Source: an optimization exercise on an open RTL-to-GDS flow (aim: small area). Production flows keep margins and buffers that such runs may drop.
Function was checked by simulation only, so behaviour that the tests miss may differ from the original.
The clock port is modelled as an ideal driver; clocking choices that lean on that would not hold on a real chip.
No activity file was given, so power comes from the tool's default toggle rates.

// ebpf_data_mem
module ebpf_data_mem #(
    parameter int DEPTH_LOG2  = 5,
    parameter int BYTE_ADDR_W = 64
) (
    input  logic                   clk,
    input  logic                   rst,
    input  logic                   req_valid,
    output logic                   req_ready,
    input  logic                   req_write,
    input  logic                   req_xadd,
    input  logic [1:0]             req_size,
    input  logic [BYTE_ADDR_W-1:0] req_addr,
    input  logic [63:0]            req_wdata,
    output logic                   rsp_valid,
    output logic [63:0]            rsp_rdata,
    output logic                   rsp_err
);
    localparam int DEPTH = 1 << DEPTH_LOG2;
    localparam int TOP   = DEPTH_LOG2 + 3;
    logic [63:0] mem_q [DEPTH];
    logic [DEPTH_LOG2-1:0] idx;
    logic [2:0]            lane;
    logic                  misaligned;
    logic                  out_of_range;
    logic                  req_err;
    logic                  accept;
    logic                  go_xadd;
    logic                  xc;           
    assign idx  = req_addr[DEPTH_LOG2+2:3];
    assign lane = req_addr[2:0];
    always_comb begin
        case (req_size)
            2'd0:    misaligned = 1'b0;
            2'd1:    misaligned = lane[0];
            2'd2:    misaligned = |lane[1:0];
            default: misaligned = |lane;
        endcase
    end
    assign out_of_range = |req_addr[BYTE_ADDR_W-1:TOP];
    assign req_err   = misaligned | out_of_range | (req_xadd & ~req_size[1]);
    assign req_ready = ~xc & ~rst;
    assign accept    = req_valid & req_ready;
    assign go_xadd   = accept & req_xadd & ~req_err;
    logic [63:0] wd_al;
    always_comb begin
  ...
Size: ~0.081 mm^2 of cells after synthesis.
Settings: LEC_CHECK=0, CAP_MARGIN=20, CORE_MARGIN=2, CORE_UTILIZATION=40, SLEW_MARGIN=20, SYNTH_HIERARCHICAL=1; clock period 12.0 ns.
standard.sh (not shown) runs the stock make flow with config.mk's settings and CLKGATE_MAP_FILE= SYNTH_SCRIPT=/design/flow/synth_recipe.tcl, a recipe that flattens the netlist after the stock synthesis.
==> flow/flow/run.sh <==
#!/bin/bash
# Standard layout with these changes:
#  - port buffers use the smallest buffer cell;
#  - clock tree synthesis clusters at most 20 sinks within 80 um per leaf
#    buffer, without dummy loads;
#  - after CTS, clock buffers are downsized where the clock-pin slew stays
#    low (flow/clkdown.tcl);
#  - then gates off the critical paths are downsized and any slew or
#    capacitance violation repaired (flow/recover.tcl).
set -euo pipefail
ARGS=(
  BUFFER_PORTS_ARGS="-buffer_cell sky130_fd_sc_hd__buf_1"
  CTS_ARGS="-sink_clustering_enable -repair_clock_nets -dont_use_dummy_load -sink_clustering_size 20 -sink_clustering_max_diameter 80"
)
bash standard.sh "${ARGS[@]}" cts > standard_cts.log 2>&1
R=orfs/results/sky130hd/ebpf_data_mem/base
IN=$R/4_cts.odb OUT=$R/4_cts.odb SDC=$R/4_cts.sdc LIM=0.105 \
  openroad -no_init -exit flow/clkdown.tcl > clkdown.log 2>&1
IN=$R/4_cts.odb OUT=$R/4_cts.odb SDC=$R/4_cts.sdc \
  openroad -no_init -exit flow/recover.tcl > recover.log 2>&1
bash standard.sh "${ARGS[@]}" finish > standard_finish.log 2>&1
==> flow/flow/clkdown.tcl <==
# Downsize clock tree buffers (clkbuf_16 -> 8 -> 4) one at a time, keeping
# each change only while the worst flip-flop clock-pin slew, estimated from
# placement, stays under LIM (ns).
set plat $::env(FLOW_HOME)/platforms/sky130hd
read_db $::env(IN)
read_liberty $plat/lib/sky130_fd_sc_hd__tt_025C_1v80.lib
read_sdc $::env(SDC)
source $plat/setRC.tcl
estimate_parasitics -placement
set_propagated_clock [all_clocks]
estimate_parasitics -placement
set lim $::env(LIM)
proc maxslew {} {
  set mx 0
  foreach p [all_registers -clock_pins -edge_triggered] {
    foreach e {rise fall} { set s [get_property $p slew_max_$e]; if {$s > $mx} {set mx $s} }
  }
  return $mx
}
puts "start max [maxslew]"
set n 0
foreach {from to} {16 8 8 4} {
  foreach inst [get_cells -filter "ref_name == sky130_fd_sc_hd__clkbuf_$from"] {
    replace_cell $inst sky130_fd_sc_hd__clkbuf_$to
    estimate_parasitics -placement
    if {[maxslew] > $lim} {
      replace_cell $inst sky130_fd_sc_hd__clkbuf_$from
      estimate_parasitics -placement
    } else { incr n }
  }
}
puts "downsized $n final max [maxslew]"
write_db $::env(OUT)
==> flow/flow/recover.tcl <==
# Area recovery after CTS: downsize gates off the critical paths, then
# repair any slew or capacitance violation this leaves.
set plat $::env(FLOW_HOME)/platforms/sky130hd
read_db $::env(IN)
read_liberty $plat/lib/sky130_fd_sc_hd__tt_025C_1v80.lib
read_sdc $::env(SDC)
source $plat/setRC.tcl
set_propagated_clock [all_clocks]
estimate_parasitics -placement
puts "area before [rsz::design_area]"
repair_timing -recover_power 100 -match_cell_footprint
estimate_parasitics -placement
repair_design -cap_margin 20 -slew_margin 20 -match_cell_footprint
estimate_parasitics -placement
detailed_placement
check_placement
estimate_parasitics -placement
puts "area after [rsz::design_area]"
report_check_types -max_slew -max_capacitance -violators
report_worst_slack -max
report_worst_slack -min
write_db $::env(OUT)
Change:
==> flow/flow/run.sh (replaced) <==
#!/bin/bash
# Standard layout with these changes:
#  - port buffers use the smallest buffer cell;
#  - clock tree synthesis clusters at most 16 sinks within 60 um per leaf
#    buffer, without dummy loads;
#  - after CTS, clock buffers are downsized where the clock-pin slew stays
#    low (flow/clkdown.tcl).
set -euo pipefail
ARGS=(
  BUFFER_PORTS_ARGS="-buffer_cell sky130_fd_sc_hd__buf_1"
  CTS_ARGS="-sink_clustering_enable -repair_clock_nets -dont_use_dummy_load -sink_clustering_size 16 -sink_clustering_max_diameter 60"
)
bash standard.sh "${ARGS[@]}" cts > standard_cts.log 2>&1
R=orfs/results/sky130hd/ebpf_data_mem/base
IN=$R/4_cts.odb OUT=$R/4_cts.odb SDC=$R/4_cts.sdc LIM=0.105 STEPS="16 8 8 4 4 2" \
  openroad -no_init -exit flow/clkdown.tcl > clkdown.log 2>&1
bash standard.sh "${ARGS[@]}" finish > standard_finish.log 2>&1
--- a/flow/flow/clkdown.tcl
+++ b/flow/flow/clkdown.tcl
@@ -20,5 +20,7 @@
 puts "start max [maxslew]"
 set n 0
-foreach {from to} {16 8 8 4} {
+set steps {16 8 8 4}
+if {[info exists ::env(STEPS)]} { set steps $::env(STEPS) }
+foreach {from to} $steps {
   foreach inst [get_cells -filter "ref_name == sky130_fd_sc_hd__clkbuf_$from"] {
     replace_cell $inst sky130_fd_sc_hd__clkbuf_$to
removed: flow/flow/recover.tcl
Sequential power stays flat.
Power decreases by 4.5%.
Setup slack improved by 790 ps.
Die area does not change.
Sequential cell count stays the same.
Sequential share of layout area goes up by 0.83 points.
First-iteration DRC count goes down by 5.9%.
Change:
==> flow/flow/run.sh (replaced) <==
#!/bin/bash
# Standard layout with these changes:
#  - port buffers use the smallest buffer cell;
#  - clock tree synthesis clusters at most 20 sinks within 80 um per leaf
#    buffer, without dummy loads;
#  - after CTS, clock buffers are downsized where the clock-pin slew stays
#    low (flow/clkdown.tcl).
set -euo pipefail
ARGS=(
  BUFFER_PORTS_ARGS="-buffer_cell sky130_fd_sc_hd__buf_1"
  CTS_ARGS="-sink_clustering_enable -repair_clock_nets -dont_use_dummy_load -sink_clustering_size 20 -sink_clustering_max_diameter 80"
)
bash standard.sh "${ARGS[@]}" cts > standard_cts.log 2>&1
R=orfs/results/sky130hd/ebpf_data_mem/base
IN=$R/4_cts.odb OUT=$R/4_cts.odb SDC=$R/4_cts.sdc LIM=0.105 \
  openroad -no_init -exit flow/clkdown.tcl > clkdown.log 2>&1
bash standard.sh "${ARGS[@]}" finish > standard_finish.log 2>&1
--- a/flow/flow/clkdown.tcl
+++ b/flow/flow/clkdown.tcl
@@ -20,7 +20,5 @@
 puts "start max [maxslew]"
 set n 0
-set steps {16 8 8 4}
-if {[info exists ::env(STEPS)]} { set steps $::env(STEPS) }
-foreach {from to} $steps {
+foreach {from to} {16 8 8 4} {
   foreach inst [get_cells -filter "ref_name == sky130_fd_sc_hd__clkbuf_$from"] {
     replace_cell $inst sky130_fd_sc_hd__clkbuf_$to
Settings changed: CORE_UTILIZATION 40 to 55.
Routed wire length is about the same.
Synthesized area does not change.
Clock skew decreases by 100 ps.
Core utilization increases by 16 points.
Die area decreases by a quarter to a third.
Design area is about the same.

afterwards: timing with drivers on the ports:
The flow's constraints put no driver on any port. The routed layouts listed below were extracted and timed again, unchanged, in two steps.
Step 1 sets driving cells, clkbuf_16 on the clock port and buf_2 on the other inputs (assumed; they add their load-dependent delay and slew).
Step 2 also shifts input and output timing later by t, the mid clock arrival at the registers, as if the neighbouring blocks saw the same clock.
Three values: ideal ports, drivers, drivers and shift; two values: the first two.
run | shift t [ns] | slack for setup (ns) | pins driven straight from the clock port
the first run | 1.354 | 2.075 / 2.111 / 0.757 | 1
the second run | 1.736 | 2.862 / 2.895 / 1.158 | 1
the third run | 1.370 | 2.143 / 2.196 / 0.826 | 1
After both steps every run listed still meets setup and hold. The setup slack of the second run, which loses most, moves by +0.033 ns with the drivers and by -1.704 ns with both steps.
